This design comes from an exercise in tuning for small area, a short achievable clock period and few clock cycles on the open sky130 flow, not from production work.
In this exercise RTL edits were held to simulation tests only and were not proved equivalent to the original.
Power is estimated from default activity; no workload was simulated.

## config.mk

```make
export PLATFORM = sky130hd
export DESIGN_NAME = conv_top
export DESIGN_NICKNAME = conv_top
export VERILOG_FILES = /design/flow/design.v
export SDC_FILE = /design/flow/constraint.sdc
export NUM_CORES = 4
export LEC_CHECK = 0
export ABC_CLOCK_PERIOD_IN_PS = 4000
export CAP_MARGIN = 20
export CORE_MARGIN = 2
export CORE_UTILIZATION = 40
export SETUP_SLACK_MARGIN = 4.5
export SLEW_MARGIN = 20
```

## constraint.sdc

```tcl
create_clock -name core_clock -period 9.0 [get_ports {clk}]
set_input_delay 1.8000 -clock core_clock [delete_from_list [all_inputs] [get_ports {clk}]]
set_output_delay 1.8000 -clock core_clock [all_outputs]
set_load 0.01 [all_outputs]
```

## design.v

```verilog
`default_nettype none
package conv_pkg;
   typedef logic [8-1:0] pixel_t;
   typedef logic [8-1:0] weight_t;
   typedef logic [20-1:0] acc_t;
   typedef logic [$clog2(4 * 4)-1:0] pix_idx_t;
   typedef logic [$clog2(3 * 3)-1:0] tap_idx_t;
   typedef logic [$clog2(2 * 2)-1:0] win_idx_t;
   typedef logic [6-1:0] wb_adr_t;
   typedef logic [32-1:0] wb_data_t;
   typedef enum logic [1:0] {
      seq_idle,
      seq_run,
      seq_flush
   } seq_state_t;
endpackage
`default_nettype wire
`default_nettype none
module conv_mac_pp (
   input  wire logic [7:0] p0, p1, p2,
   input  wire logic [7:0] w0, w1, w2,
   output logic [47:0] cs
);
   logic [7:0] pp0 [8];
   logic [7:0] pp1 [8];
   logic [7:0] pp2 [8];
   always_comb
   begin
      for (int i = 0; i < 8; i++)
      begin
         pp0[i] = {8{p0[i]}} & w0;
         pp1[i] = {8{p1[i]}} & w1;
         pp2[i] = {8{p2[i]}} & w2;
      end
   end
   wire m1 = pp0[0][6] ^ pp0[1][5] ^ pp0[2][4];
   wire m2 = (pp0[0][6] & pp0[1][5]) | (pp0[0][6] & pp0[2][4]) | (pp0[1][5] & pp0[2][4]);
   wire m3 = pp0[0][7] ^ pp0[1][6] ^ pp0[2][5];
   wire m4 = (pp0[0][7] & pp0[1][6]) | (pp0[0][7] & pp0[2][5]) | (pp0[1][6] & pp0[2][5]);
   wire m5 = pp0[3][4] ^ pp0[4][3] ^ pp0[5][2];
   wire m6 = (pp0[3][4] & pp0[4][3]) | (pp0[3][4] & pp0[5][2]) | (pp0[4][3] & pp0[5][2]);
   wire m7 = pp0[6][1] ^ pp0[7][0] ^ pp1[0][7];
   wire m8 = (pp0[6][1] & pp0[7][0]) | (pp0[6][1] & pp1[0][7]) | (pp0[7][0] & pp1[0][7]);
   wire m9 = pp0[1][7] ^ pp0[2][6] ^ pp0[3][5];
   wire m10 = (pp0[1][7] & pp0[2][6]) | (pp0[1][7] & pp0[3][5]) | (pp0[2][6] & pp0[3][5]);
   wire m11 = pp0[4][4] ^ pp0[5][3] ^ pp0[6][2];
   wire m12 = (pp0[4][4] & pp0[5][3]) | (pp0[4][4] & pp0[6][2]) | (pp0[5][3] & pp0[6][2]);
   wire m13 = pp0[7][1] ^ pp1[1][7];
   wire m14 = pp0[7][1] & pp1[1][7];
   wire m15 = pp0[2][7] ^ pp0[3][6] ^ pp0[4][5];
   wire m16 = (pp0[2][7] & pp0[3][6]) | (pp0[2][7] & pp0[4][5]) | (pp0[3][6] & pp0[4][5]);
   wire m17 = pp0[0][4] ^ pp0[1][3] ^ pp0[2][2];
   wire m18 = (pp0[0][4] & pp0[1][3]) | (pp0[0][4] & pp0[2][2]) | (pp0[1][3] & pp0[2][2]);
   wire m19 = pp0[0][5] ^ pp0[1][4] ^ pp0[2][3];
   wire m20 = (pp0[0][5] & pp0[1][4]) | (pp0[0][5] & pp0[2][3]) | (pp0[1][4] & pp0[2][3]);
   wire m21 = pp0[3][2] ^ pp0[4][1] ^ pp0[5][0];
   wire m22 = (pp0[3][2] & pp0[4][1]) | (pp0[3][2] & pp0[5][0]) | (pp0[4][1] & pp0[5][0]);
   wire m23 = pp1[0][5] ^ pp1[1][4] ^ pp1[2][3];
   wire m24 = (pp1[0][5] & pp1[1][4]) | (pp1[0][5] & pp1[2][3]) | (pp1[1][4] & pp1[2][3]);
   wire m25 = pp0[3][3] ^ pp0[4][2] ^ pp0[5][1];
   wire m26 = (pp0[3][3] & pp0[4][2]) | (pp0[3][3] & pp0[5][1]) | (pp0[4][2] & pp0[5][1]);
   wire m27 = pp0[6][0] ^ pp1[0][6] ^ pp1[1][5];
   wire m28 = (pp0[6][0] & pp1[0][6]) | (pp0[6][0] & pp1[1][5]) | (pp1[0][6] & pp1[1][5]);
   wire m29 = pp1[2][4] ^ pp1[3][3] ^ pp1[4][2];
   wire m30 = (pp1[2][4] & pp1[3][3]) | (pp1[2][4] & pp1[4][2]) | (pp1[3][3] & pp1[4][2]);
   wire m31 = pp1[5][1] ^ pp1[6][0] ^ pp2[0][6];
   wire m32 = (pp1[5][1] & pp1[6][0]) | (pp1[5][1] & pp2[0][6]) | (pp1[6][0] & pp2[0][6]);
   wire m33 = pp2[1][5] ^ pp2[2][4];
   wire m34 = pp2[1][5] & pp2[2][4];
   wire m35 = pp1[1][6] ^ pp1[2][5] ^ pp1[3][4];
   wire m36 = (pp1[1][6] & pp1[2][5]) | (pp1[1][6] & pp1[3][4]) | (pp1[2][5] & pp1[3][4]);
   wire m37 = pp1[4][3] ^ pp1[5][2] ^ pp1[6][1];
   wire m38 = (pp1[4][3] & pp1[5][2]) | (pp1[4][3] & pp1[6][1]) | (pp1[5][2] & pp1[6][1]);
   wire m39 = pp1[7][0] ^ pp2[0][7] ^ pp2[1][6];
   wire m40 = (pp1[7][0] & pp2[0][7]) | (pp1[7][0] & pp2[1][6]) | (pp2[0][7] & pp2[1][6]);
   wire m41 = pp2[2][5] ^ pp2[3][4] ^ pp2[4][3];
   wire m42 = (pp2[2][5] & pp2[3][4]) | (pp2[2][5] & pp2[4][3]) | (pp2[3][4] & pp2[4][3]);
   wire m43 = pp2[5][2] ^ pp2[6][1] ^ pp2[7][0];
   wire m44 = (pp2[5][2] & pp2[6][1]) | (pp2[5][2] & pp2[7][0]) | (pp2[6][1] & pp2[7][0]);
   wire m45 = m3 ^ m5;
   wire m46 = m3 & m5;
   wire m47 = pp1[2][6] ^ pp1[3][5] ^ pp1[4][4];
   wire m48 = (pp1[2][6] & pp1[3][5]) | (pp1[2][6] & pp1[4][4]) | (pp1[3][5] & pp1[4][4]);
   wire m49 = pp1[5][3] ^ pp1[6][2] ^ pp1[7][1];
   wire m50 = (pp1[5][3] & pp1[6][2]) | (pp1[5][3] & pp1[7][1]) | (pp1[6][2] & pp1[7][1]);
   wire m51 = pp2[1][7] ^ pp2[2][6] ^ pp2[3][5];
   wire m52 = (pp2[1][7] & pp2[2][6]) | (pp2[1][7] & pp2[3][5]) | (pp2[2][6] & pp2[3][5]);
   wire m53 = pp2[4][4] ^ pp2[5][3] ^ pp2[6][2];
   wire m54 = (pp2[4][4] & pp2[5][3]) | (pp2[4][4] & pp2[6][2]) | (pp2[5][3] & pp2[6][2]);
   wire m55 = pp2[7][1] ^ m9 ^ m11;
   wire m56 = (pp2[7][1] & m9) | (pp2[7][1] & m11) | (m9 & m11);
   wire m57 = m13 ^ m4 ^ m6;
   wire m58 = (m13 & m4) | (m13 & m6) | (m4 & m6);
   wire m59 = pp0[5][4] ^ pp0[6][3] ^ pp0[7][2];
   wire m60 = (pp0[5][4] & pp0[6][3]) | (pp0[5][4] & pp0[7][2]) | (pp0[6][3] & pp0[7][2]);
   wire m61 = pp1[2][7] ^ pp1[3][6] ^ pp1[4][5];
   wire m62 = (pp1[2][7] & pp1[3][6]) | (pp1[2][7] & pp1[4][5]) | (pp1[3][6] & pp1[4][5]);
   wire m63 = pp1[5][4] ^ pp1[6][3] ^ pp1[7][2];
   wire m64 = (pp1[5][4] & pp1[6][3]) | (pp1[5][4] & pp1[7][2]) | (pp1[6][3] & pp1[7][2]);
   wire m65 = pp2[2][7] ^ pp2[3][6] ^ pp2[4][5];
   wire m66 = (pp2[2][7] & pp2[3][6]) | (pp2[2][7] & pp2[4][5]) | (pp2[3][6] & pp2[4][5]);
   wire m67 = pp2[5][4] ^ pp2[6][3] ^ pp2[7][2];
   wire m68 = (pp2[5][4] & pp2[6][3]) | (pp2[5][4] & pp2[7][2]) | (pp2[6][3] & pp2[7][2]);
   wire m69 = m15 ^ m10 ^ m12;
   wire m70 = (m15 & m10) | (m15 & m12) | (m10 & m12);
   wire m71 = pp0[3][7] ^ pp0[4][6] ^ pp0[5][5];
   wire m72 = (pp0[3][7] & pp0[4][6]) | (pp0[3][7] & pp0[5][5]) | (pp0[4][6] & pp0[5][5]);
   wire m73 = pp0[6][4] ^ pp0[7][3] ^ pp1[3][7];
   wire m74 = (pp0[6][4] & pp0[7][3]) | (pp0[6][4] & pp1[3][7]) | (pp0[7][3] & pp1[3][7]);
   wire m75 = pp1[4][6] ^ pp1[5][5] ^ pp1[6][4];
   wire m76 = (pp1[4][6] & pp1[5][5]) | (pp1[4][6] & pp1[6][4]) | (pp1[5][5] & pp1[6][4]);
   wire m77 = pp1[7][3] ^ pp2[3][7] ^ pp2[4][6];
   wire m78 = (pp1[7][3] & pp2[3][7]) | (pp1[7][3] & pp2[4][6]) | (pp2[3][7] & pp2[4][6]);
   wire m79 = pp2[5][5] ^ pp2[6][4];
   wire m80 = pp2[5][5] & pp2[6][4];
   wire m81 = pp0[4][7] ^ pp0[5][6] ^ pp0[6][5];
   wire m82 = (pp0[4][7] & pp0[5][6]) | (pp0[4][7] & pp0[6][5]) | (pp0[5][6] & pp0[6][5]);
   wire m83 = pp0[7][4] ^ pp1[4][7] ^ pp1[5][6];
   wire m84 = (pp0[7][4] & pp1[4][7]) | (pp0[7][4] & pp1[5][6]) | (pp1[4][7] & pp1[5][6]);
   wire m85 = pp0[0][3] ^ pp0[1][2] ^ pp0[2][1];
   wire m86 = (pp0[0][3] & pp0[1][2]) | (pp0[0][3] & pp0[2][1]) | (pp0[1][2] & pp0[2][1]);
   wire m87 = pp0[3][0] ^ pp1[0][3];
   wire m88 = pp0[3][0] & pp1[0][3];
   wire m89 = pp0[3][1] ^ pp0[4][0] ^ pp1[0][4];
   wire m90 = (pp0[3][1] & pp0[4][0]) | (pp0[3][1] & pp1[0][4]) | (pp0[4][0] & pp1[0][4]);
   wire m91 = pp1[1][3] ^ pp1[2][2] ^ pp1[3][1];
   wire m92 = (pp1[1][3] & pp1[2][2]) | (pp1[1][3] & pp1[3][1]) | (pp1[2][2] & pp1[3][1]);
   wire m93 = pp1[4][0] ^ pp2[0][4] ^ pp2[1][3];
   wire m94 = (pp1[4][0] & pp2[0][4]) | (pp1[4][0] & pp2[1][3]) | (pp2[0][4] & pp2[1][3]);
   wire m95 = pp1[3][2] ^ pp1[4][1] ^ pp1[5][0];
   wire m96 = (pp1[3][2] & pp1[4][1]) | (pp1[3][2] & pp1[5][0]) | (pp1[4][1] & pp1[5][0]);
   wire m97 = pp2[0][5] ^ pp2[1][4] ^ pp2[2][3];
   wire m98 = (pp2[0][5] & pp2[1][4]) | (pp2[0][5] & pp2[2][3]) | (pp2[1][4] & pp2[2][3]);
   wire m99 = pp2[3][2] ^ pp2[4][1] ^ pp2[5][0];
   wire m100 = (pp2[3][2] & pp2[4][1]) | (pp2[3][2] & pp2[5][0]) | (pp2[4][1] & pp2[5][0]);
   wire m101 = m19 ^ m21;
   wire m102 = m19 & m21;
   wire m103 = pp2[3][3] ^ pp2[4][2] ^ pp2[5][1];
   wire m104 = (pp2[3][3] & pp2[4][2]) | (pp2[3][3] & pp2[5][1]) | (pp2[4][2] & pp2[5][1]);
   wire m105 = pp2[6][0] ^ m1 ^ m25;
   wire m106 = (pp2[6][0] & m1) | (pp2[6][0] & m25) | (m1 & m25);
   wire m107 = m27 ^ m29 ^ m31;
   wire m108 = (m27 & m29) | (m27 & m31) | (m29 & m31);
   wire m109 = m33 ^ m20 ^ m22;
   wire m110 = (m33 & m20) | (m33 & m22) | (m20 & m22);
   wire m111 = m7 ^ m2 ^ m35;
   wire m112 = (m7 & m2) | (m7 & m35) | (m2 & m35);
   wire m113 = m37 ^ m39 ^ m41;
   wire m114 = (m37 & m39) | (m37 & m41) | (m39 & m41);
   wire m115 = m43 ^ m45 ^ m26;
   wire m116 = (m43 & m45) | (m43 & m26) | (m45 & m26);
   wire m117 = m28 ^ m30 ^ m32;
   wire m118 = (m28 & m30) | (m28 & m32) | (m30 & m32);
   wire m119 = m8 ^ m47 ^ m49;
   wire m120 = (m8 & m47) | (m8 & m49) | (m47 & m49);
   wire m121 = m51 ^ m53 ^ m55;
   wire m122 = (m51 & m53) | (m51 & m55) | (m53 & m55);
   wire m123 = m57 ^ m36 ^ m38;
   wire m124 = (m57 & m36) | (m57 & m38) | (m36 & m38);
   wire m125 = m40 ^ m42 ^ m44;
   wire m126 = (m40 & m42) | (m40 & m44) | (m42 & m44);
   wire m127 = m14 ^ m59 ^ m61;
   wire m128 = (m14 & m59) | (m14 & m61) | (m59 & m61);
   wire m129 = m63 ^ m65 ^ m67;
   wire m130 = (m63 & m65) | (m63 & m67) | (m65 & m67);
   wire m131 = m69 ^ m48 ^ m50;
   wire m132 = (m69 & m48) | (m69 & m50) | (m48 & m50);
   wire m133 = m52 ^ m54 ^ m56;
   wire m134 = (m52 & m54) | (m52 & m56) | (m54 & m56);
   wire m135 = pp2[7][3] ^ m16 ^ m71;
   wire m136 = (pp2[7][3] & m16) | (pp2[7][3] & m71) | (m16 & m71);
   wire m137 = m73 ^ m75 ^ m77;
   wire m138 = (m73 & m75) | (m73 & m77) | (m75 & m77);
   wire m139 = m79 ^ m60 ^ m62;
   wire m140 = (m79 & m60) | (m79 & m62) | (m60 & m62);
   wire m141 = m64 ^ m66 ^ m68;
   wire m142 = (m64 & m66) | (m64 & m68) | (m66 & m68);
   wire m143 = pp1[6][5] ^ pp1[7][4] ^ pp2[4][7];
   wire m144 = (pp1[6][5] & pp1[7][4]) | (pp1[6][5] & pp2[4][7]) | (pp1[7][4] & pp2[4][7]);
   wire m145 = pp2[5][6] ^ pp2[6][5] ^ pp2[7][4];
   wire m146 = (pp2[5][6] & pp2[6][5]) | (pp2[5][6] & pp2[7][4]) | (pp2[6][5] & pp2[7][4]);
   wire m147 = m81 ^ m83 ^ m72;
   wire m148 = (m81 & m83) | (m81 & m72) | (m83 & m72);
   wire m149 = m74 ^ m76 ^ m78;
   wire m150 = (m74 & m76) | (m74 & m78) | (m76 & m78);
   wire m151 = pp0[5][7] ^ pp0[6][6] ^ pp0[7][5];
   wire m152 = (pp0[5][7] & pp0[6][6]) | (pp0[5][7] & pp0[7][5]) | (pp0[6][6] & pp0[7][5]);
   wire m153 = pp1[5][7] ^ pp1[6][6] ^ pp1[7][5];
   wire m154 = (pp1[5][7] & pp1[6][6]) | (pp1[5][7] & pp1[7][5]) | (pp1[6][6] & pp1[7][5]);
   wire m155 = pp2[5][7] ^ pp2[6][6] ^ pp2[7][5];
   wire m156 = (pp2[5][7] & pp2[6][6]) | (pp2[5][7] & pp2[7][5]) | (pp2[6][6] & pp2[7][5]);
   wire m157 = pp0[0][2] ^ pp0[1][1] ^ pp0[2][0];
   wire m158 = (pp0[0][2] & pp0[1][1]) | (pp0[0][2] & pp0[2][0]) | (pp0[1][1] & pp0[2][0]);
   wire m159 = pp1[0][2] ^ pp1[1][1];
   wire m160 = pp1[0][2] & pp1[1][1];
   wire m161 = pp1[1][2] ^ pp1[2][1] ^ pp1[3][0];
   wire m162 = (pp1[1][2] & pp1[2][1]) | (pp1[1][2] & pp1[3][0]) | (pp1[2][1] & pp1[3][0]);
   wire m163 = pp2[0][3] ^ pp2[1][2] ^ pp2[2][1];
   wire m164 = (pp2[0][3] & pp2[1][2]) | (pp2[0][3] & pp2[2][1]) | (pp2[1][2] & pp2[2][1]);
   wire m165 = pp2[3][0] ^ m85;
   wire m166 = pp2[3][0] & m85;
   wire m167 = pp2[2][2] ^ pp2[3][1] ^ pp2[4][0];
   wire m168 = (pp2[2][2] & pp2[3][1]) | (pp2[2][2] & pp2[4][0]) | (pp2[3][1] & pp2[4][0]);
   wire m169 = m17 ^ m89 ^ m91;
   wire m170 = (m17 & m89) | (m17 & m91) | (m89 & m91);
   wire m171 = m93 ^ m86 ^ m88;
   wire m172 = (m93 & m86) | (m93 & m88) | (m86 & m88);
   wire m173 = m23 ^ m18 ^ m95;
   wire m174 = (m23 & m18) | (m23 & m95) | (m18 & m95);
   wire m175 = m97 ^ m99 ^ m101;
   wire m176 = (m97 & m99) | (m97 & m101) | (m99 & m101);
   wire m177 = m90 ^ m92 ^ m94;
   wire m178 = (m90 & m92) | (m90 & m94) | (m92 & m94);
   wire m179 = m24 ^ m103 ^ m105;
   wire m180 = (m24 & m103) | (m24 & m105) | (m103 & m105);
   wire m181 = m107 ^ m109 ^ m96;
   wire m182 = (m107 & m109) | (m107 & m96) | (m109 & m96);
   wire m183 = m98 ^ m100 ^ m102;
   wire m184 = (m98 & m100) | (m98 & m102) | (m100 & m102);
   wire m185 = m34 ^ m111 ^ m113;
   wire m186 = (m34 & m111) | (m34 & m113) | (m111 & m113);
   wire m187 = m115 ^ m117 ^ m104;
   wire m188 = (m115 & m117) | (m115 & m104) | (m117 & m104);
   wire m189 = m106 ^ m108 ^ m110;
   wire m190 = (m106 & m108) | (m106 & m110) | (m108 & m110);
   wire m191 = m46 ^ m119 ^ m121;
   wire m192 = (m46 & m119) | (m46 & m121) | (m119 & m121);
   wire m193 = m123 ^ m125 ^ m112;
   wire m194 = (m123 & m125) | (m123 & m112) | (m125 & m112);
   wire m195 = m114 ^ m116 ^ m118;
   wire m196 = (m114 & m116) | (m114 & m118) | (m116 & m118);
   wire m197 = m58 ^ m127 ^ m129;
   wire m198 = (m58 & m127) | (m58 & m129) | (m127 & m129);
   wire m199 = m131 ^ m133 ^ m120;
   wire m200 = (m131 & m133) | (m131 & m120) | (m133 & m120);
   wire m201 = m122 ^ m124 ^ m126;
   wire m202 = (m122 & m124) | (m122 & m126) | (m124 & m126);
   wire m203 = m70 ^ m135 ^ m137;
   wire m204 = (m70 & m135) | (m70 & m137) | (m135 & m137);
   wire m205 = m139 ^ m141 ^ m128;
   wire m206 = (m139 & m141) | (m139 & m128) | (m141 & m128);
   wire m207 = m130 ^ m132 ^ m134;
   wire m208 = (m130 & m132) | (m130 & m134) | (m132 & m134);
   wire m209 = m80 ^ m143 ^ m145;
   wire m210 = (m80 & m143) | (m80 & m145) | (m143 & m145);
   wire m211 = m147 ^ m149 ^ m136;
   wire m212 = (m147 & m149) | (m147 & m136) | (m149 & m136);
   wire m213 = m138 ^ m140 ^ m142;
   wire m214 = (m138 & m140) | (m138 & m142) | (m140 & m142);
   wire m215 = m82 ^ m84 ^ m151;
   wire m216 = (m82 & m84) | (m82 & m151) | (m84 & m151);
   wire m217 = m153 ^ m155 ^ m144;
   wire m218 = (m153 & m155) | (m153 & m144) | (m155 & m144);
   wire m219 = m146 ^ m148 ^ m150;
   wire m220 = (m146 & m148) | (m146 & m150) | (m148 & m150);
   wire m221 = pp0[6][7] ^ pp0[7][6] ^ pp1[6][7];
   wire m222 = (pp0[6][7] & pp0[7][6]) | (pp0[6][7] & pp1[6][7]) | (pp0[7][6] & pp1[6][7]);
   wire m223 = pp1[7][6] ^ pp2[6][7] ^ pp2[7][6];
   wire m224 = (pp1[7][6] & pp2[6][7]) | (pp1[7][6] & pp2[7][6]) | (pp2[6][7] & pp2[7][6]);
   wire m225 = m152 ^ m154 ^ m156;
   wire m226 = (m152 & m154) | (m152 & m156) | (m154 & m156);
   wire m227 = pp0[0][1] ^ pp0[1][0] ^ pp1[0][1];
   wire m228 = (pp0[0][1] & pp0[1][0]) | (pp0[0][1] & pp1[0][1]) | (pp0[1][0] & pp1[0][1]);
   wire m229 = pp1[2][0] ^ pp2[0][2] ^ pp2[1][1];
   wire m230 = (pp1[2][0] & pp2[0][2]) | (pp1[2][0] & pp2[1][1]) | (pp2[0][2] & pp2[1][1]);
   wire m231 = pp2[2][0] ^ m157;
   wire m232 = pp2[2][0] & m157;
   wire m233 = m87 ^ m161 ^ m163;
   wire m234 = (m87 & m161) | (m87 & m163) | (m161 & m163);
   wire m235 = m165 ^ m158 ^ m160;
   wire m236 = (m165 & m158) | (m165 & m160) | (m158 & m160);
   wire m237 = m167 ^ m169 ^ m171;
   wire m238 = (m167 & m169) | (m167 & m171) | (m169 & m171);
   wire m239 = m162 ^ m164 ^ m166;
   wire m240 = (m162 & m164) | (m162 & m166) | (m164 & m166);
   wire m241 = m173 ^ m175 ^ m177;
   wire m242 = (m173 & m175) | (m173 & m177) | (m175 & m177);
   wire m243 = m168 ^ m170 ^ m172;
   wire m244 = (m168 & m170) | (m168 & m172) | (m170 & m172);
   wire m245 = m179 ^ m181 ^ m183;
   wire m246 = (m179 & m181) | (m179 & m183) | (m181 & m183);
   wire m247 = m174 ^ m176 ^ m178;
   wire m248 = (m174 & m176) | (m174 & m178) | (m176 & m178);
   wire m249 = m185 ^ m187 ^ m189;
   wire m250 = (m185 & m187) | (m185 & m189) | (m187 & m189);
   wire m251 = m180 ^ m182 ^ m184;
   wire m252 = (m180 & m182) | (m180 & m184) | (m182 & m184);
   wire m253 = m191 ^ m193 ^ m195;
   wire m254 = (m191 & m193) | (m191 & m195) | (m193 & m195);
   wire m255 = m186 ^ m188 ^ m190;
   wire m256 = (m186 & m188) | (m186 & m190) | (m188 & m190);
   wire m257 = m197 ^ m199 ^ m201;
   wire m258 = (m197 & m199) | (m197 & m201) | (m199 & m201);
   wire m259 = m192 ^ m194 ^ m196;
   wire m260 = (m192 & m194) | (m192 & m196) | (m194 & m196);
   wire m261 = m203 ^ m205 ^ m207;
   wire m262 = (m203 & m205) | (m203 & m207) | (m205 & m207);
   wire m263 = m198 ^ m200 ^ m202;
   wire m264 = (m198 & m200) | (m198 & m202) | (m200 & m202);
   wire m265 = m209 ^ m211 ^ m213;
   wire m266 = (m209 & m211) | (m209 & m213) | (m211 & m213);
   wire m267 = m204 ^ m206 ^ m208;
   wire m268 = (m204 & m206) | (m204 & m208) | (m206 & m208);
   wire m269 = m215 ^ m217 ^ m219;
   wire m270 = (m215 & m217) | (m215 & m219) | (m217 & m219);
   wire m271 = m210 ^ m212 ^ m214;
   wire m272 = (m210 & m212) | (m210 & m214) | (m212 & m214);
   wire m273 = m221 ^ m223 ^ m225;
   wire m274 = (m221 & m223) | (m221 & m225) | (m223 & m225);
   wire m275 = m216 ^ m218 ^ m220;
   wire m276 = (m216 & m218) | (m216 & m220) | (m218 & m220);
   wire m277 = pp0[7][7] ^ pp1[7][7] ^ pp2[7][7];
   wire m278 = (pp0[7][7] & pp1[7][7]) | (pp0[7][7] & pp2[7][7]) | (pp1[7][7] & pp2[7][7]);
   wire m279 = m222 ^ m224 ^ m226;
   wire m280 = (m222 & m224) | (m222 & m226) | (m224 & m226);
   wire m281 = pp1[1][0] ^ pp2[0][1];
   wire m282 = pp1[1][0] & pp2[0][1];
   wire m283 = m159 ^ m229 ^ m231;
   wire m284 = (m159 & m229) | (m159 & m231) | (m229 & m231);
   wire m285 = m233 ^ m235 ^ m230;
   wire m286 = (m233 & m235) | (m233 & m230) | (m235 & m230);
   wire m287 = m237 ^ m239 ^ m234;
   wire m288 = (m237 & m239) | (m237 & m234) | (m239 & m234);
   wire m289 = m241 ^ m243 ^ m238;
   wire m290 = (m241 & m243) | (m241 & m238) | (m243 & m238);
   wire m291 = m245 ^ m247 ^ m242;
   wire m292 = (m245 & m247) | (m245 & m242) | (m247 & m242);
   wire m293 = m249 ^ m251 ^ m246;
   wire m294 = (m249 & m251) | (m249 & m246) | (m251 & m246);
   wire m295 = m253 ^ m255 ^ m250;
   wire m296 = (m253 & m255) | (m253 & m250) | (m255 & m250);
   wire m297 = m257 ^ m259 ^ m254;
   wire m298 = (m257 & m259) | (m257 & m254) | (m259 & m254);
   wire m299 = m261 ^ m263 ^ m258;
   wire m300 = (m261 & m263) | (m261 & m258) | (m263 & m258);
   wire m301 = m265 ^ m267 ^ m262;
   wire m302 = (m265 & m267) | (m265 & m262) | (m267 & m262);
   wire m303 = m269 ^ m271 ^ m266;
   wire m304 = (m269 & m271) | (m269 & m266) | (m271 & m266);
   wire m305 = m273 ^ m275 ^ m270;
   wire m306 = (m273 & m275) | (m273 & m270) | (m275 & m270);
   wire m307 = m277 ^ m279 ^ m274;
   wire m308 = (m277 & m279) | (m277 & m274) | (m279 & m274);
   assign cs[0] = pp0[0][0];   
   assign cs[1] = pp1[0][0];   
   assign cs[2] = pp2[0][0];   
   assign cs[3] = pp2[1][0];   
   assign cs[4] = m227;   
   assign cs[5] = m281;   
   assign cs[6] = m228;   
   assign cs[7] = m283;   
   assign cs[8] = m282;   
   assign cs[9] = m232;   
   assign cs[10] = m285;   
   assign cs[11] = m284;   
   assign cs[12] = m236;   
   assign cs[13] = m287;   
   assign cs[14] = m286;   
   assign cs[15] = m240;   
   assign cs[16] = m289;   
   assign cs[17] = m288;   
   assign cs[18] = m244;   
   assign cs[19] = m291;   
   assign cs[20] = m290;   
   assign cs[21] = m248;   
   assign cs[22] = m293;   
   assign cs[23] = m292;   
   assign cs[24] = m252;   
   assign cs[25] = m295;   
   assign cs[26] = m294;   
   assign cs[27] = m256;   
   assign cs[28] = m297;   
   assign cs[29] = m296;   
   assign cs[30] = m260;   
   assign cs[31] = m299;   
   assign cs[32] = m298;   
   assign cs[33] = m264;   
   assign cs[34] = m301;   
   assign cs[35] = m300;   
   assign cs[36] = m268;   
   assign cs[37] = m303;   
   assign cs[38] = m302;   
   assign cs[39] = m272;   
   assign cs[40] = m305;   
   assign cs[41] = m304;   
   assign cs[42] = m276;   
   assign cs[43] = m307;   
   assign cs[44] = m306;   
   assign cs[45] = m278;   
   assign cs[46] = m280;   
   assign cs[47] = m308;   
endmodule
module conv_mac_acc (
   input  wire logic [47:0] cs,
   input  wire logic [19:0] acc_in,
   output logic [19:0] sum
);
   wire a1 = cs[0] ^ cs[1];
   wire a2 = cs[0] & cs[1];
   wire a3 = cs[3] ^ cs[4] ^ cs[5];
   wire a4 = (cs[3] & cs[4]) | (cs[3] & cs[5]) | (cs[4] & cs[5]);
   wire a5 = cs[6] ^ cs[7] ^ cs[8];
   wire a6 = (cs[6] & cs[7]) | (cs[6] & cs[8]) | (cs[7] & cs[8]);
   wire a7 = cs[9] ^ cs[10] ^ cs[11];
   wire a8 = (cs[9] & cs[10]) | (cs[9] & cs[11]) | (cs[10] & cs[11]);
   wire a9 = cs[12] ^ cs[13] ^ cs[14];
   wire a10 = (cs[12] & cs[13]) | (cs[12] & cs[14]) | (cs[13] & cs[14]);
   wire a11 = cs[15] ^ cs[16] ^ cs[17];
   wire a12 = (cs[15] & cs[16]) | (cs[15] & cs[17]) | (cs[16] & cs[17]);
   wire a13 = cs[18] ^ cs[19] ^ cs[20];
   wire a14 = (cs[18] & cs[19]) | (cs[18] & cs[20]) | (cs[19] & cs[20]);
   wire a15 = cs[21] ^ cs[22] ^ cs[23];
   wire a16 = (cs[21] & cs[22]) | (cs[21] & cs[23]) | (cs[22] & cs[23]);
   wire a17 = cs[24] ^ cs[25] ^ cs[26];
   wire a18 = (cs[24] & cs[25]) | (cs[24] & cs[26]) | (cs[25] & cs[26]);
   wire a19 = cs[27] ^ cs[28] ^ cs[29];
   wire a20 = (cs[27] & cs[28]) | (cs[27] & cs[29]) | (cs[28] & cs[29]);
   wire a21 = cs[30] ^ cs[31] ^ cs[32];
   wire a22 = (cs[30] & cs[31]) | (cs[30] & cs[32]) | (cs[31] & cs[32]);
   wire a23 = cs[33] ^ cs[34] ^ cs[35];
   wire a24 = (cs[33] & cs[34]) | (cs[33] & cs[35]) | (cs[34] & cs[35]);
   wire a25 = cs[36] ^ cs[37] ^ cs[38];
   wire a26 = (cs[36] & cs[37]) | (cs[36] & cs[38]) | (cs[37] & cs[38]);
   wire a27 = cs[39] ^ cs[40] ^ cs[41];
   wire a28 = (cs[39] & cs[40]) | (cs[39] & cs[41]) | (cs[40] & cs[41]);
   wire a29 = cs[42] ^ cs[43] ^ cs[44];
   wire a30 = (cs[42] & cs[43]) | (cs[42] & cs[44]) | (cs[43] & cs[44]);
   wire a31 = cs[45] ^ cs[46] ^ cs[47];
   wire a32 = (cs[45] & cs[46]) | (cs[45] & cs[47]) | (cs[46] & cs[47]);
   wire a33 = cs[2] ^ acc_in[0];
   wire a34 = cs[2] & acc_in[0];
   wire a35 = acc_in[1] ^ a3 ^ a2;
   wire a36 = (acc_in[1] & a3) | (acc_in[1] & a2) | (a3 & a2);
   wire a37 = acc_in[2] ^ a5 ^ a4;
   wire a38 = (acc_in[2] & a5) | (acc_in[2] & a4) | (a5 & a4);
   wire a39 = acc_in[3] ^ a7 ^ a6;
   wire a40 = (acc_in[3] & a7) | (acc_in[3] & a6) | (a7 & a6);
   wire a41 = acc_in[4] ^ a9 ^ a8;
   wire a42 = (acc_in[4] & a9) | (acc_in[4] & a8) | (a9 & a8);
   wire a43 = acc_in[5] ^ a11 ^ a10;
   wire a44 = (acc_in[5] & a11) | (acc_in[5] & a10) | (a11 & a10);
   wire a45 = acc_in[6] ^ a13 ^ a12;
   wire a46 = (acc_in[6] & a13) | (acc_in[6] & a12) | (a13 & a12);
   wire a47 = acc_in[7] ^ a15 ^ a14;
   wire a48 = (acc_in[7] & a15) | (acc_in[7] & a14) | (a15 & a14);
   wire a49 = acc_in[8] ^ a17 ^ a16;
   wire a50 = (acc_in[8] & a17) | (acc_in[8] & a16) | (a17 & a16);
   wire a51 = acc_in[9] ^ a19 ^ a18;
   wire a52 = (acc_in[9] & a19) | (acc_in[9] & a18) | (a19 & a18);
   wire a53 = acc_in[10] ^ a21 ^ a20;
   wire a54 = (acc_in[10] & a21) | (acc_in[10] & a20) | (a21 & a20);
   wire a55 = acc_in[11] ^ a23 ^ a22;
   wire a56 = (acc_in[11] & a23) | (acc_in[11] & a22) | (a23 & a22);
   wire a57 = acc_in[12] ^ a25 ^ a24;
   wire a58 = (acc_in[12] & a25) | (acc_in[12] & a24) | (a25 & a24);
   wire a59 = acc_in[13] ^ a27 ^ a26;
   wire a60 = (acc_in[13] & a27) | (acc_in[13] & a26) | (a27 & a26);
   wire a61 = acc_in[14] ^ a29 ^ a28;
   wire a62 = (acc_in[14] & a29) | (acc_in[14] & a28) | (a29 & a28);
   wire a63 = acc_in[15] ^ a31 ^ a30;
   wire a64 = (acc_in[15] & a31) | (acc_in[15] & a30) | (a31 & a30);
   wire a65 = acc_in[16] ^ a32;
   wire a66 = acc_in[16] & a32;
   logic [19:0] ra;
   logic [19:0] rb;
   assign ra = {acc_in[19], acc_in[18], acc_in[17], a65, a63, a61, a59, a57, a55, a53, a51, a49, a47, a45, a43, a41, a39, a37, a35, a1};
   assign rb = {1'b0, 1'b0, a66, a64, a62, a60, a58, a56, a54, a52, a50, a48, a46, a44, a42, a40, a38, a36, a34, a33};
   assign sum = ra + rb;
endmodule
`default_nettype wire
`default_nettype none
module conv_top (
   input  wire logic clk,
   input  wire logic reset,
   input  wire logic cyc,
   input  wire logic stb,
   input  wire logic we,
   input  wire conv_pkg::wb_adr_t adr,
   input  wire conv_pkg::wb_data_t dat_w,
   output wire logic ack,
   output wire conv_pkg::wb_data_t dat_r
);
   logic [7:0] image [16];
   logic [7:0] kernel [9];
   logic [19:0] result [4];
   logic [19:0] acc [4];
   logic run;               
   logic [3:0] rdy;         
   logic done_flag;         
   logic slow_pend;         
   logic req;
   logic is_img;
   logic is_ker;
   logic is_res;
   logic is_ctl;
   logic fast_rd;
   logic wr_go;
   logic start;
   assign req = cyc && stb;
   assign is_img = (adr[5:4] == 2'b00);
   assign is_ker = (adr[5:4] == 2'b01) && (adr[3:0] < 4'd9);
   assign is_res = (adr[5:2] == 4'b1000);
   assign is_ctl = (adr == 6'h28);
   assign fast_rd = is_res || is_ctl;
   assign wr_go = req && we && !run;
   assign start = wr_go && is_ctl && dat_w[0];
   logic slow_go;
   logic [3:0] rdy_dec;
   logic rdy_hit;
   logic [19:0] res_sel;
   logic [19:0] fast_data;
   logic [7:0] slow_data;
   logic [4:0] rd_sel;      
   assign slow_go = req && !we && !fast_rd && !slow_pend;
   assign rdy_dec = 4'b0001 << adr[1:0];
   assign rdy_hit = |(rdy & rdy_dec);
   assign ack = req && ((we && !run)
                        || (!we && (slow_pend || is_ctl || (is_res && rdy_hit))));
   assign res_sel = done_flag ? result[adr[1:0]] : 20'd0;
   assign fast_data = adr[3] ? {18'd0, done_flag, 1'b0} : res_sel;
   assign dat_r = slow_pend ? {24'd0, slow_data} : {12'd0, fast_data};
   always_ff @(posedge clk)
   begin
      if (reset)
         slow_pend <= 1'b0;
      else
         slow_pend <= slow_go;
   end
   logic [7:0] wdata;
   assign wdata = reset ? 8'd0 : dat_w[7:0];
   always_ff @(posedge clk)
   begin
      for (int i = 0; i < 16; i++)
         if (reset || (wr_go && is_img && adr[3:0] == 4'(i)))
            image[i] <= wdata;
      for (int i = 0; i < 9; i++)
         if (reset || (wr_go && adr[5:4] == 2'b01 && adr[3:0] == 4'(i)))
            kernel[i] <= wdata;
   end
   logic [1:0] issued [4];   
   logic [3:0] wdone;        
   logic [3:0] last_pix;     
   logic [3:0] restart;
   logic [1:0] ker_row;
   assign ker_row = (adr[3:0] < 4'd3) ? 2'd0 : (adr[3:0] < 4'd6) ? 2'd1 : 2'd2;
   always_comb
   begin
      for (int w = 0; w < 4; w++)
      begin
         logic [2:0] dr;
         logic [2:0] dc;
         dr = {1'b0, adr[3:2]} - 3'(w / 2);
         dc = {1'b0, adr[1:0]} - 3'(w % 2);
         restart[w] = 1'b0;
         if (wr_go && is_img && dr <= 3'd2 && dc <= 3'd2 && dr[1:0] < issued[w])
            restart[w] = 1'b1;
         if (wr_go && is_ker && ker_row < issued[w])
            restart[w] = 1'b1;
      end
   end
   logic [3:0] cand;
   logic pick_v;
   logic [1:0] pick_w;
   logic [1:0] pick_r;
   always_comb
   begin
      for (int w = 0; w < 4; w++)
      begin
         logic [3:0] need;
         need = {(2'(w / 2) + issued[w]), 2'(w % 2)} + 4'd2;
         cand[w] = (issued[w] != 2'd3) && !restart[w] && (run || last_pix >= need);
      end
      pick_v = |cand && !slow_go;
      pick_w = cand[0] ? 2'd0 : cand[1] ? 2'd1 : cand[2] ? 2'd2 : 2'd3;
      pick_r = issued[pick_w];
   end
   logic s_v;
   logic [1:0] s_w;
   logic [1:0] s_r;
   logic [3:0] s_prow;      
   logic s_wc;              
   logic [2:0] s_krow;      
   logic [1:0] ker_col;
   assign ker_col = (adr[3:0] == 4'd0 || adr[3:0] == 4'd3 || adr[3:0] == 4'd6) ? 2'd0
                    : (adr[3:0] == 4'd1 || adr[3:0] == 4'd4 || adr[3:0] == 4'd7) ? 2'd1 : 2'd2;
   always_ff @(posedge clk)
   begin
      s_w <= pick_w;
      s_r <= pick_r;
      if (slow_go)
      begin
         s_wc <= adr[0];
         s_prow <= 4'b0001 << adr[3:2];
         s_krow <= 3'b001 << ker_row;
         rd_sel <= 5'd0;
         if (is_img)
            rd_sel <= adr[1] ? 5'b00010 : 5'b00001;
         if (is_ker)
            rd_sel <= 5'b00100 << ker_col;
      end
      else
      begin
         s_wc <= pick_w[0];
         s_prow <= 4'b0001 << (2'(pick_w[1]) + pick_r);
         s_krow <= 3'b001 << pick_r;
      end
   end
   logic [7:0] rowpix [4];
   logic [7:0] p0, p1, p2;
   logic [7:0] w0, w1, w2;
   logic [47:0] cs;
   always_comb
   begin
      for (int c = 0; c < 4; c++)
      begin
         rowpix[c] = 8'd0;
         for (int r = 0; r < 4; r++)
            rowpix[c] = rowpix[c] | ({8{s_prow[r]}} & image[r * 4 + c]);
      end
      w0 = 8'd0;
      w1 = 8'd0;
      w2 = 8'd0;
      for (int k = 0; k < 3; k++)
      begin
         w0 = w0 | ({8{s_krow[k]}} & kernel[k * 3 + 0]);
         w1 = w1 | ({8{s_krow[k]}} & kernel[k * 3 + 1]);
         w2 = w2 | ({8{s_krow[k]}} & kernel[k * 3 + 2]);
      end
   end
   assign p0 = s_wc ? rowpix[1] : rowpix[0];
   assign p1 = s_wc ? rowpix[2] : rowpix[1];
   assign p2 = s_wc ? rowpix[3] : rowpix[2];
   assign slow_data = ({8{rd_sel[0]}} & p0) | ({8{rd_sel[1]}} & p2) | ({8{rd_sel[2]}} & w0)
                      | ({8{rd_sel[3]}} & w1) | ({8{rd_sel[4]}} & w2);
   conv_mac_pp i_pp (
      .p0(p0), .p1(p1), .p2(p2),
      .w0(w0), .w1(w1), .w2(w2),
      .cs(cs)
   );
   logic m_v;
   logic [1:0] m_w;
   logic [1:0] m_r;
   logic [47:0] m_cs;
   always_ff @(posedge clk)
   begin
      m_w <= s_w;
      m_r <= s_r;
      m_cs <= cs;
   end
   logic [19:0] acc_in;
   logic [19:0] sum;
   assign acc_in = (m_r == 2'd0) ? 20'd0 : acc[m_w];
   conv_mac_acc i_acc (
      .cs(m_cs),
      .acc_in(acc_in),
      .sum(sum)
   );
   always_ff @(posedge clk)
   begin
      for (int w = 0; w < 4; w++)
         if (m_v && m_w == 2'(w))
            acc[w] <= sum;
   end
   logic [3:0] commit;
   assign commit = {4{run}} & wdone & ~rdy;
   always_ff @(posedge clk)
   begin
      for (int w = 0; w < 4; w++)
         if (commit[w])
            result[w] <= acc[w];
   end
   always_ff @(posedge clk)
   begin
      if (reset)
      begin
         s_v <= 1'b0;
         m_v <= 1'b0;
         for (int w = 0; w < 4; w++)
            issued[w] <= 2'd0;
         wdone <= 4'd0;
         last_pix <= 4'd0;
         run <= 1'b0;
         rdy <= 4'b1111;
         done_flag <= 1'b0;
      end
      else
      begin
         s_v <= pick_v;
         m_v <= s_v && !restart[s_w];
         for (int w = 0; w < 4; w++)
         begin
            if (restart[w])
            begin
               issued[w] <= 2'd0;
               wdone[w] <= 1'b0;
            end
            else
            begin
               if (pick_v && pick_w == 2'(w))
                  issued[w] <= issued[w] + 2'd1;
               if (m_v && m_w == 2'(w) && m_r == 2'd2)
                  wdone[w] <= 1'b1;
            end
         end
         if (wr_go && is_img)
            last_pix <= adr[3:0];
         if (start)
         begin
            run <= 1'b1;
            rdy <= 4'b0000;
            done_flag <= 1'b1;
         end
         else if (run)
         begin
            rdy <= rdy | commit;
            if (&rdy)
               run <= 1'b0;
         end
      end
   end
endmodule
`default_nettype wire
```

## run.sh

```bash
#!/bin/bash
# synth_recipe.tcl (not shown) runs the flow's synth.tcl, then flattens the netlist and writes it again
# the make line also repeats each setting of config.mk as NAME=value (left out here)
make -C /OpenROAD-flow-scripts/flow DESIGN_CONFIG=/design/flow/config.mk WORK_HOME=/design/flow/orfs CLKGATE_MAP_FILE= SYNTH_SCRIPT=/design/flow/synth_recipe.tcl finish
```

==> results of run 1 <==
-- per-stage QoR --
step                power (mW)  setup WS (ps)
floorplan                5.513           4421
global placement         6.581           2727
detailed placement       6.628           2666
CTS                      8.705           4000
global route             9.452           3977
finish                   8.712           3998
-- critical path, delay by kind of cell --
| family | cells | cell delay (ps) |
|---|---|---|
| compound gates | 1 | 230 |
| buf+inv | 7 | 840 |
| mux | 1 | 320 |
-- sequential cells by signal, summed over array words and instances, names as in the netlist, 2 cells and up --
name      flops
issued        8
result       80
s_r           2
s_krow        3
rdy           4
image       128
s_prow        4
wdone         4
s_w           2
acc          80
last_pix      4
kernel       72
m_cs         48
m_w           2
rd_sel        5
m_r           2
-- path summary, 6_finish.rpt --
check                                 to  slack [ps]  cells after the start
worst min-delay path              m_r[1]         330                      0
worst max register to register  m_cs[25]        4380                     14
worst max-delay path            dat_r[6]        4000                      9
worst min register to register    m_r[1]         330                      0
-- report_power, final --
group	leakage, nW	internal [mW]	switching, mW	total [mW]
Clock	0.738	1.07	0.820	1.89
Combinational	6.12	1.61	2.35	3.96
Sequential	4.16	2.78	0.0758	2.86
Total	11.0	5.46	3.25	8.71
-- Yosys cell counts, types with 15 or more instances --
cell type                  count  share of area
sky130_fd_sc_hd__nor2_1      122          0.019
sky130_fd_sc_hd__a22oi_1      86          0.027
sky130_fd_sc_hd__mux4_2       42          0.040
sky130_fd_sc_hd__o21bai_1     15         0.0047
sky130_fd_sc_hd__a21oi_1      42         0.0089
sky130_fd_sc_hd__ha_1         57          0.030
sky130_fd_sc_hd__nand2_1     194          0.031
sky130_fd_sc_hd__edfxtp_1    365           0.46
sky130_fd_sc_hd__inv_1       193          0.031
sky130_fd_sc_hd__clkbuf_1     42         0.0066
sky130_fd_sc_hd__nand3_1      33         0.0070
sky130_fd_sc_hd__nand2b_1     18         0.0047
sky130_fd_sc_hd__fa_1        175           0.15
sky130_fd_sc_hd__nor3_1       15         0.0032
sky130_fd_sc_hd__dfxtp_1      89          0.075
sky130_fd_sc_hd__o21ai_0      34         0.0072
sky130_fd_sc_hd__and2_1       57          0.015
sky130_fd_sc_hd__a21o_1       25         0.0079
-- cells by family after synthesis --
group           Yosys count  synth area share
compound gates          313           0.09720
mux                      47           0.04206
fa+ha+maj               232            0.1778
flops                   454            0.5374
other cells               1         0.0001582
buf+inv                 262           0.04359
xor+xnor                 16          0.005910
simple gates            490           0.09588
-- routing by layer --
metal	global-route usage	vias up	part of all wire
met5	0	-	0
li1	-	6735	-
met4	0.05741	0	0.027
met3	0.03060	95	0.062
met2	0.3473	513	0.49
met1	0.2837	7684	0.43
-- timing repair --
item | 4_1_cts | 5_1_grt
pin swaps | 49 | 40
gates cloned | 7 | 2
buffers inserted | 55 | 21
resized for setup | 214 | 66
endpoints found under the setup margin | 94 | 52
-- final cells by class --
cell class              count  area, sq um  share of cell area
flip-flops and latches    454        12760              0.4515
clock inverters            23        227.7            0.008058
repair buffers            161         1774             0.06278
inverters                 194        732.0             0.02590
multi-input cells        1110        10520              0.3721
clock buffers              66         1284             0.04542
well taps                 773        967.2             0.03422
==> out/summary.log, run 1 <==
qor: run_status.status complete, no violations
qor: synth.yosys_warnings 11
qor: clocking.cts_tree built
qor: clocking.tritoncts_num_sinks 454
qor: timing.post-route-period-util 0.5558
qor: detailed_routing.detail_route.vias_per_cell 5.403
qor: critical_path.cp_cell_sequence buf_12 -> buf_12 -> buf_16 -> buf_12 -> buf_6 -> buf_6 -> mux4_2 -> a22o_1 -> buf_2
qor: detailed_routing.route.detailed.drc 0
qor: synth.yosys_most_used_dff sky130_fd_sc_hd__edfxtp_1
qor: layout.final_core_utilization 0.4807
qor: floorplan.floorplan.rows 89
qor: power.power-per-cell-area 308.3 nW/um^2
qor: grt.grt_util_all_layers 0.2079
qor: critical_path.cp.required 7200 ps
qor: placed_design.port_buffers 39
qor: layout.area_delta_synth_final 19.19%
qor: synth.synthesis.instances 1,815
qor: critical_path.setup.worst_path.end_class output port
qor: floorplan.core 58,800 sq um
qor: timing.worst-slew-pin-transition 1019 ps
qor: clocking.clock_insertion_delay_worst_skew 600 ps
qor: detailed_routing.totalWireLength 62,870 um
qor: critical_path.critical_path_fanouts_max 4
qor: detailed_routing.dr_total_vias 15,030
qor: synth.syn-mean-instance-area 13.06 sq um
qor: clocking.cts_htree_levels 2
qor: timing.period_needed 5002 ps
qor: layout.layout_commonest_cell sky130_fd_sc_hd__edfxtp_1
qor: layout.layout-drive-gt1-share 0.1932
qor: min_path.hold_path_startpoint s_r[1]
qor: floorplan.fp.dieH 247.5 um
qor: detailed_routing.first_iter_violations 1,270
qor: critical_path.crit_path_start_kind input pin
qor: grt.grt_max_degree 57
qor: clocking.cts-root-to-sink-buffers 3
qor: timing.hold_slack 329.2 ps
qor: grt.global_route.overflow_total 0
qor: floorplan.die_area 61,240 sq um
qor: floorplan.initial_core_util 0.4033
qor: detailed_routing.drt_pass1_iterations 6
qor: timing.max_slew_margin 0.3203
qor: synth.postSynthRegisterBits 454
qor: grt.grt_pass1_vias 15,450
qor: layout.diodes 0
qor: critical_path.cpPeakStageDelay 320 ps
qor: timing.report.final.hold_viol_count 0
qor: job.maxCapViolCount 0
qor: placed_design.weighted_congestion_reported_at_the_end_of_routability_driven_placement 0.9117
qor: grt.grt_antenna_before_repair 0
qor: clocking.cts-buffers-inserted 48
qor: grt.grt_first_pass_wirelength 94,750 um
qor: timing.setup-tns-final 0 ps
qor: synth.sequential_cell_area_fraction_in_the_yosys_report 0.5374
qor: layout.total_of_fill_cells_in_the_finished_design 5,185
qor: layout.layoutNonFillerInstCount 2,781
qor: floorplan.die_width 247.5 um
qor: placed_design.placed_cells 2,607
qor: placed_design.place_area 25,150 sq um
qor: detailed_routing.antenna_left 0
qor: timing.drv_slew 0
qor: critical_path.critical_path.slowest_cell sky130_fd_sc_hd__mux4_2
qor: power.power.leakage 11.02 nW
qor: layout.top_library_cells_by_usage_in_the_layout_fill_and_taps_aside 365 x sky130_fd_sc_hd__edfxtp_1, 187 x sky130_fd_sc_hd__inv_1, 182 x sky130_fd_sc_hd__nand2_1
qor: timing.grt_setup_unrepaired yes
qor: synth.ys_types 77
qor: timing.setup_viol 0
qor: floorplan.design.portCount 76
qor: synth.synth_enable_flop_cells 365
qor: critical_path.setup.worst_path.start adr[0]
qor: critical_path.timing.setup.critical_path_class input pin to output port
qor: detailed_routing.routed_wire_length_per_instance 22.61 um
qor: layout.post-route-cell-area 28,260 sq um
qor: placed_design.hpwlAfterDp 42,650 um
qor: critical_path.worst-endpoint-arrival 3200 ps
qor: synth.mappedNetlistArea 23,710 sq um
qor: layout.fin_nets 2,244
qor: critical_path.rr_startpoint s_prow[2]
qor: synth.ys_async_sr_fraction 0
qor: clocking.cts.hold.buffers_added 0
qor: timing.clock_skew 34.88 ps
qor: clocking.cts_root_buffer sky130_fd_sc_hd__clkbuf_16
qor: timing.fmax 199.9 MHz
qor: clocking.clkSlewWorstSetupHoldPaths 60 ps
qor: min_path.min_path_type flop to flop
qor: critical_path.critical_path.most_common_cell sky130_fd_sc_hd__buf_12
qor: power.max-vdd-ir-drop 0.1787 mV
Testbench counts, summed over its fixed seeds: cycles 2,382.
==> run 2, diff against run 1 <==
--- a/config.mk
+++ b/config.mk
@@ -5,9 +5,8 @@
 export SDC_FILE = /design/flow/constraint.sdc
 export NUM_CORES = 4
 export LEC_CHECK = 0
-export ABC_CLOCK_PERIOD_IN_PS = 4000
 export CAP_MARGIN = 20
 export CORE_MARGIN = 2
 export CORE_UTILIZATION = 40
-export SETUP_SLACK_MARGIN = 4.5
+export SETUP_SLACK_MARGIN = 3.6
 export SLEW_MARGIN = 20
==> out/summary.log, run 2 <==
qor: run_status.status complete, no violations [unchanged]
qor: critical_path.critical_path_fanouts_max 9 [was 4]
qor: power.max-vdd-ir-drop 0.1752 mV [was 0.1787 mV]
qor: grt.grt_pass1_vias 15,110 [was 15,450]
qor: min_path.min_path_type flop to flop [unchanged]
qor: clocking.cts-root-to-sink-buffers 3 [unchanged]
qor: floorplan.core 58,800 sq um [unchanged]
qor: floorplan.fp.dieH 247.5 um [unchanged]
qor: floorplan.die_width 247.5 um [unchanged]
qor: synth.sequential_cell_area_fraction_in_the_yosys_report 0.5374 [unchanged]
qor: synth.library_cell_with_the_largest_summed_area_after_synthesis sky130_fd_sc_hd__edfxtp_1 [unchanged]
qor: synth.post_synth_main_area_contributors sky130_fd_sc_hd__edfxtp_1 46%, sky130_fd_sc_hd__fa_1 15%, sky130_fd_sc_hd__dfxtp_1 7.5% [unchanged]
qor: placed_design.hpwlAfterDp 43,030 um [was 42,650 um]
qor: layout.diodes 0 [unchanged]
qor: clocking.clock_insertion_delay_worst_skew 620 ps [was 600 ps]
qor: detailed_routing.routed_wire_length_per_instance 22.59 um [was 22.61 um]
qor: detailed_routing.detail_route.vias_per_cell 5.470 [was 5.403]
qor: grt.grt_first_pass_wirelength 92,230 um [was 94,750 um]
qor: timing.post-route-period-util 0.5952 [was 0.5558]
qor: timing.report.final.hold_viol_count 0 [unchanged]
qor: synth.post-synth-top-count-cell sky130_fd_sc_hd__edfxtp_1 [unchanged]
qor: layout.fin_nets 2,160 [was 2,244]
qor: layout.layout-drive-gt1-share 0.1024 [was 0.1932]
qor: synth.mappedNetlistArea 23,710 sq um [unchanged]
qor: timing.final.setup.worst_slack 3643 ps [was 3998 ps]
qor: layout.layoutNonFillerInstCount 2,696 [was 2,781]
qor: layout.layout_top_registers image: 128 flops, acc: 80 flops, result: 80 flops [unchanged]
qor: synth.synth_enable_flop_cells 365 [unchanged]
qor: critical_path.setup.worst_path.end_class output port [unchanged]
qor: grt.grt_max_degree 57 [unchanged]
qor: min_path.hold_path_startpoint s_r[1] [unchanged]
qor: clocking.cts_htree_levels 2 [unchanged]
qor: timing.clock_skew 69.87 ps [was 34.88 ps]
qor: grt.grt_util_all_layers 0.2011 [was 0.2079]
qor: clocking.cts_root_buffer sky130_fd_sc_hd__clkbuf_16 [unchanged]
qor: timing.period_needed 5357 ps [was 5002 ps]
qor: synth.syn-mean-instance-area 13.06 sq um [unchanged]
qor: critical_path.rr_startpoint s_prow[2] [unchanged]
qor: timing.setup_viol 0 [unchanged]
qor: detailed_routing.totalWireLength 60,910 um [was 62,870 um]
qor: detailed_routing.first_iter_violations 1,290 [was 1,270]
qor: grt.global_route.overflow_total 0 [unchanged]
qor: clocking.clkSlewWorstSetupHoldPaths 60 ps [about the same]
qor: power.power.leakage 10.32 nW [was 11.02 nW]
qor: layout.top_library_cells_by_usage_in_the_layout_fill_and_taps_aside 365 x sky130_fd_sc_hd__edfxtp_1, 194 x sky130_fd_sc_hd__nand2_1, 192 x sky130_fd_sc_hd__inv_1 [was 365 x sky130_fd_sc_hd__edfxtp_1, 187 x sky130_fd_sc_hd__inv_1, 182 x sky130_fd_sc_hd__nand2_1]
qor: synth.synth_common_cells 365 x sky130_fd_sc_hd__edfxtp_1, 194 x sky130_fd_sc_hd__nand2_1, 193 x sky130_fd_sc_hd__inv_1 [unchanged]
qor: critical_path.cp.required 7200 ps [about the same]
qor: layout.largest-register image [unchanged]
qor: placed_design.port_buffers 39 [unchanged]
qor: critical_path.crit_path_start_kind input pin [unchanged]
qor: power.power-per-cell-area 317.5 nW/um^2 [was 308.3 nW/um^2]
qor: grt.grt_antenna_before_repair 0 [unchanged]
qor: layout.total_of_fill_cells_in_the_finished_design 5,273 [was 5,185]
qor: detailed_routing.drt_pass1_iterations 8 [was 6]
qor: synth.yosys_most_used_dff sky130_fd_sc_hd__edfxtp_1 [unchanged]
qor: synth.synth_top_cell_area_share 0.4622 [unchanged]
qor: layout.area_delta_synth_final 12.80% [was 19.19%]
qor: detailed_routing.dr_total_vias 14,750 [was 15,030]
qor: placed_design.placed_cells 2,604 [was 2,607]
qor: floorplan.initial_core_util 0.4033 [unchanged]
qor: timing.drv_slew 0 [unchanged]
qor: clocking.cts_tree built [unchanged]
qor: job.maxCapViolCount 0 [unchanged]
qor: layout.largest_reg_flops 128 [unchanged]
qor: critical_path.setup.worst_path.start adr[0] [unchanged]
qor: floorplan.floorplan.rows 89 [unchanged]
qor: synth.ys_async_sr_fraction 0 [unchanged]
qor: floorplan.die_area 61,240 sq um [unchanged]
qor: detailed_routing.route.detailed.drc 0 [unchanged]
qor: timing.setup-tns-final 0 ps [unchanged]
qor: critical_path.worst-endpoint-arrival 3560 ps [was 3200 ps]
qor: placed_design.weighted_congestion_reported_at_the_end_of_routability_driven_placement 0.9365 [was 0.9117]
qor: synth.postSynthRegisterBits 454 [unchanged]
qor: layout.layout_commonest_cell sky130_fd_sc_hd__edfxtp_1 [unchanged]
qor: timing.grt_setup_unrepaired yes [unchanged]
qor: synth.yosys_warnings 11 [unchanged]
qor: clocking.cts-buffers-inserted 47 [was 48]
qor: synth.ys_types 77 [unchanged]
qor: timing.max_slew_margin 0.2676 [was 0.3203]
qor: placed_design.detailedPlace.worstSlack 2444 ps [was 2666 ps]
qor: clocking.tritoncts_num_sinks 454 [unchanged]
qor: floorplan.design.portCount 76 [unchanged]
qor: critical_path.timing.setup.critical_path_class input pin to output port [unchanged]
qor: synth.synthesis.instances 1,815 [unchanged]
qor: detailed_routing.antenna_left 0 [unchanged]
qor: timing.worst-slew-pin-transition 1091 ps [was 1019 ps]
qor: timing.fmax 186.7 MHz [was 199.9 MHz]
[run 2: worst paths after layout]
kind | endpoint | cells after the start | slack (ps)
setup / recovery | dat_r[5] | 6 | 3640
hold / removal | m_r[1] | 0 | 340
setup reg to reg | m_cs[25] | 13 | 3750
hold reg to reg | m_r[1] | 0 | 340
[run 2: through the flow]
stage / util / area [sq um] / hold slack (ps) / total power [mW]
3_3_place_gp: 0.4267 / 25090 / 316.9 / 6.495
2_1_floorplan: - / 23750 / 309.6 / 5.506
6_report: 0.4549 / 26750 / 335.5 / 8.493
4_1_cts: 0.4531 / 26640 / 345.0 / 8.575
5_1_grt: 0.4549 / 26750 / 344.2 / 9.182
3_5_place_dp: 0.4267 / 25090 / 321.2 / 6.664
[run 2: cell families (layout without fill, tap and decap cells)]
kind of cell,Yosys count,in the layout,share of synthesized area
flops,454,454,0.5374
simple gates,490,490,0.09588
fa+ha+maj,232,232,0.1778
other cells,1,12,0.0001582
mux,47,47,0.04206
compound gates,313,313,0.09720
xor+xnor,16,16,0.005910
buf+inv,262,359,0.04359
[run 2: routing by layer]
layer  up-vias  part of all wire  global-route usage
met5         -                 0                   0
met4         0             0.024             0.05812
met1      7578              0.43              0.2772
li1       6547                 -                   -
met2       533              0.48              0.3334
met3        88             0.060             0.02714
[run 2: critical path, cell delays in order]
cell                              delay [ps]
sky130_fd_sc_hd__buf_2                   180
sky130_fd_sc_hd__buf_12                  180
sky130_fd_sc_hd__buf_4                   130
sky130_fd_sc_hd__mux4_2                  510
sky130_fd_sc_hd__a22o_1                  250
sky130_fd_sc_hd__clkdlybuf4s50_1         490
[run 2: repair_timing]
item,CTS,global route
pin swaps,1,1
buffers inserted,0,4
hold buffers,0,0
setup endpoints to repair,35,17
gates cloned,0,1
resized for setup,20,12
[run 2: power by group]
| part | internal [mW] | switching, mW |
|---|---|---|
| combinational | 1.45 | 2.30 |
| clock | 1.06 | 0.830 |
| sequential | 2.78 | 0.0675 |
[run 2: final cells by class]
type                       instances  area [sq um]  share of cell area
sequential                       454         12740              0.4764
tap                              773         967.2             0.03616
inverter                         194         730.7             0.02732
multi-input combinational       1110         10080              0.3769
timing repair buffer              78         718.2             0.02685
clock buffer                      53          1199             0.04481
clock inverter                    34         310.3             0.01160
==> run 3, diff against run 2 <==
--- a/config.mk
+++ b/config.mk
@@ -5,8 +5,9 @@
 export SDC_FILE = /design/flow/constraint.sdc
 export NUM_CORES = 4
 export LEC_CHECK = 0
+export ABC_AREA = 1
 export CAP_MARGIN = 20
 export CORE_MARGIN = 2
 export CORE_UTILIZATION = 40
-export SETUP_SLACK_MARGIN = 3.6
+export SETUP_SLACK_MARGIN = 4.0
 export SLEW_MARGIN = 20
==> out/summary.log, run 3 <==
qor: timing.report.final.hold_viol_count 0 [unchanged]
qor: detailed_routing.route.detailed.drc 0 [unchanged]
qor: critical_path.destination_of_the_critical_timing_path dat_r[2] [was dat_r[5]]
qor: clocking.cts_tree built [unchanged]
qor: layout.regArea 12,740 sq um [unchanged]
qor: synth.library_cell_with_the_largest_summed_area_after_synthesis sky130_fd_sc_hd__edfxtp_1 [unchanged]
qor: grt.grt_first_pass_wirelength 96,850 um [was 92,230 um]
qor: power.power-per-cell-area 329.1 nW/um^2 [was 317.5 nW/um^2]
qor: synth.synth_enable_flop_cells 365 [unchanged]
qor: placed_design.hpwlAfterDp 45,120 um [was 43,030 um]
qor: detailed_routing.totalWireLength 64,500 um [was 60,910 um]
qor: synth.yosys_most_used_dff sky130_fd_sc_hd__edfxtp_1 [unchanged]
qor: critical_path.setup.reg_to_reg.worst_slack 4030 ps [was 3750 ps]
qor: critical_path.worst-endpoint-arrival 3170 ps [was 3560 ps]
qor: min_path.min_path_type flop to flop [unchanged]
qor: clocking.clkSlewWorstSetupHoldPaths 60 ps [about the same]
qor: timing.max_slew_margin 0.2770 [was 0.2676]
qor: grt.grt_util_all_layers 0.2155 [was 0.2011]
qor: layout.layout_commonest_cell sky130_fd_sc_hd__nand2_1 [was sky130_fd_sc_hd__edfxtp_1]
qor: run_status.status complete, no violations [unchanged]
qor: layout.fin_nets 2,483 [was 2,160]
qor: floorplan.die_area 60,530 sq um [was 61,240 sq um]
qor: layout.final_core_utilization 0.4677 [was 0.4549]
qor: critical_path.critical_path_fanouts_max 10 [was 9]
qor: floorplan.floorplan.rows 88 [was 89]
qor: critical_path.rr_worst_depth 13 [unchanged]
qor: synth.synth_common_cells 473 x sky130_fd_sc_hd__nand2_1, 365 x sky130_fd_sc_hd__edfxtp_1, 290 x sky130_fd_sc_hd__inv_1 [was 365 x sky130_fd_sc_hd__edfxtp_1, 194 x sky130_fd_sc_hd__nand2_1, 193 x sky130_fd_sc_hd__inv_1]
qor: synth.ys_async_sr_fraction 0 [unchanged]
qor: grt.grt_antenna_before_repair 1 [was 0]
qor: layout.largest_reg_flops 128 [unchanged]
qor: detailed_routing.routed_wire_length_per_instance 21.42 um [was 22.59 um]
qor: job.maxCapViolCount 0 [unchanged]
qor: detailed_routing.drt_pass1_iterations 7 [was 8]
qor: floorplan.core 57,810 sq um [was 58,800 sq um]
qor: layout.largest-register image [unchanged]
qor: timing.fmax 201.2 MHz [was 186.7 MHz]
qor: synth.synth-adder-area-share 0.1800 [was 0.1778]
qor: clocking.tritoncts_num_sinks 454 [unchanged]
qor: placed_design.port_buffers 39 [unchanged]
qor: timing.hold_slack 329.1 ps [was 335.5 ps]
qor: timing.drv_slew 0 [unchanged]
qor: floorplan.fp.dieH 246.0 um [was 247.5 um]
qor: detailed_routing.detail_route.vias_per_cell 5.215 [was 5.470]
qor: critical_path.setup.worst_path.start adr[1] [was adr[0]]
qor: floorplan.initial_core_util 0.4053 [was 0.4033]
qor: detailed_routing.first_iter_violations 1,302 [was 1,290]
qor: synth.synth_xor_xnor_area_share 0.007476 [was 0.005910]
qor: critical_path.cp.required 7200 ps [about the same]
qor: layout.layout-drive-gt1-share 0.1131 [was 0.1024]
qor: min_path.hold_path_startpoint s_r[1] [unchanged]
qor: synth.synth_compound_area_frac 0.07434 [was 0.09720]
qor: clocking.cts_root_buffer sky130_fd_sc_hd__clkbuf_16 [unchanged]
qor: critical_path.timing.setup.critical_path_class input pin to output port [unchanged]
qor: grt.grt_max_degree 33 [was 57]
qor: synth.sequential_cell_area_fraction_in_the_yosys_report 0.5438 [was 0.5374]
qor: placed_design.weighted_congestion_reported_at_the_end_of_routability_driven_placement 0.9658 [was 0.9365]
qor: detailed_routing.dr_total_vias 15,700 [was 14,750]
qor: clocking.clock_insertion_delay_worst_skew 580 ps [was 620 ps]
qor: layout.multi_input_comb_area 9572 sq um [was 10,080 sq um]
qor: timing.grt_setup_unrepaired no [was yes]
qor: timing.post-route-period-util 0.5522 [was 0.5952]
qor: timing.period_needed 4970 ps [was 5357 ps]
qor: layout.area_delta_synth_final 15.40% [was 12.80%]
qor: critical_path.setup.worst_path.end_class output port [unchanged]
qor: synth.dominant_combinational_cell_family_by_area_after_synthesis adder cells [unchanged]
qor: power.power.leakage 11.11 nW [was 10.32 nW]
qor: synth.postSynthRegisterBits 454 [unchanged]
qor: clocking.cts-root-to-sink-buffers 3 [unchanged]
qor: layout.total_of_fill_cells_in_the_finished_design 5,187 [was 5,273]
qor: synth.synth_top_cell_area_share 0.4678 [was 0.4622]
qor: synth.yosys_warnings 11 [unchanged]
==> run 3: what timing repair did <==
action / CTS / global route
gates cloned: 6 / 2
setup endpoints to repair: 53 / 47
buffers inserted: 17 / 4
pin swaps: 10 / 6
gates resized for setup: 117 / 29
hold buffers: 0 / 0
==> run 3: critical path, cell delays in order <==
cell and delay, ps:
sky130_fd_sc_hd__buf_12 160, sky130_fd_sc_hd__inv_16 50, sky130_fd_sc_hd__nor2_4 170, sky130_fd_sc_hd__buf_12 160, sky130_fd_sc_hd__buf_16 160, sky130_fd_sc_hd__a221oi_1 80, sky130_fd_sc_hd__o21ai_0 250, sky130_fd_sc_hd__dlygate4sd2_1 310
==> run 3: final cells by class <==
class / count / share of cell area
multi-input combinational: 1288 / 0.3540
sequential: 454 / 0.4713
inverter: 299 / 0.04387
clock inverter: 24 / 0.007080
timing repair inverter: 6 / 0.001527
antenna: 1 / 0.00009255
timing repair buffer: 112 / 0.03804
tap: 765 / 0.03540
clock buffer: 62 / 0.04873
==> run 3: per-stage QoR <==
stage / cell area (sq um) / power [mW] / worst slack, ps / instances
floorplan: 23470 / 5.769 / 4418 / 2109
global placement: 24920 / 6.921 / 2099 / 2895
detailed placement: 24920 / 7.092 / 2038 / 2895
CTS: 26890 / 9.000 / 3781 / 3004
global route: 27040 / 9.710 / 3998 / 3010
finish: 27040 / 8.898 / 4030 / 3011
==> run 3: power by group <==
part | switching (mW) | internal [mW] | leakage, nW | total, mW
Sequential | 0.0729 | 2.84 | 4.16 | 2.92
Clock | 0.797 | 1.09 | 0.742 | 1.89
Combinational | 2.58 | 1.51 | 6.21 | 4.09
Total | 3.45 | 5.45 | 11.1 | 8.90
==> run 3: how the worst min path moves through the flow <==
stage	to	slack, ps	cells past startpoint
2_1_floorplan	m_r[0]	310	0
3_3_place_gp	m_r[0]	320	0
3_5_place_dp	m_r[1]	320	0
4_1_cts	m_r[1]	330	0
5_1_grt	m_r[1]	340	0
6_report	m_r[1]	330	0
==> run 3: layer usage <==
layer / GRT usage / up-vias / wire length (um) / share of wire
met5: 0 / - / 0 / 0
met3: 0.03508 / 120 / 4985 / 0.077
met2: 0.3578 / 608 / 30910 / 0.48
met1: 0.2833 / 7789 / 26370 / 0.41
met4: 0.08289 / 0 / 2231 / 0.035
li1: - / 7186 / - / -
==> run 3: logic make-up (layout without fill, tap and decap cells) <==
group           Yosys count  in the layout
other cells               1             13
simple gates            746            747
xor+xnor                 20             20
compound gates          277            277
flops                   454            454
fa+ha+maj               232            232
buf+inv                 368            503

==> re-timing with driven ports <==
The results above use ideal ports. As a check the final layouts listed here were re-extracted and re-timed, cells and wires unchanged. Step 1 assumes that a clkbuf_16 drives the clock port and a buf_2 every other input. Step 2, shift: input delay + t, output delay - t, t = (earliest + latest rising clock arrival at the registers) / 2. This alone moves slack from input paths to output paths. a / b / c = no drivers / after step 1 / after step 2; a / b = the first two.
run	t (ns)	setup slack, ns	hold WS [ns]	worst register clock-pin slew, ns
run 1	0.637	3.998 / 3.950 / 3.945	0.329 / 0.329 / 0.329	0.06 / 0.06
run 2	0.643	3.643 / 3.601 / 3.214	0.335 / 0.335 / 0.335	0.06 / 0.06
run 3	0.630	4.030 / 3.962 / 3.962	0.329 / 0.329 / 0.329	0.06 / 0.06
After both steps setup and hold are still met in every run listed. The setup slack of run 2, which loses most, moves by -0.042 ns with the drivers and by -0.429 ns with both steps.
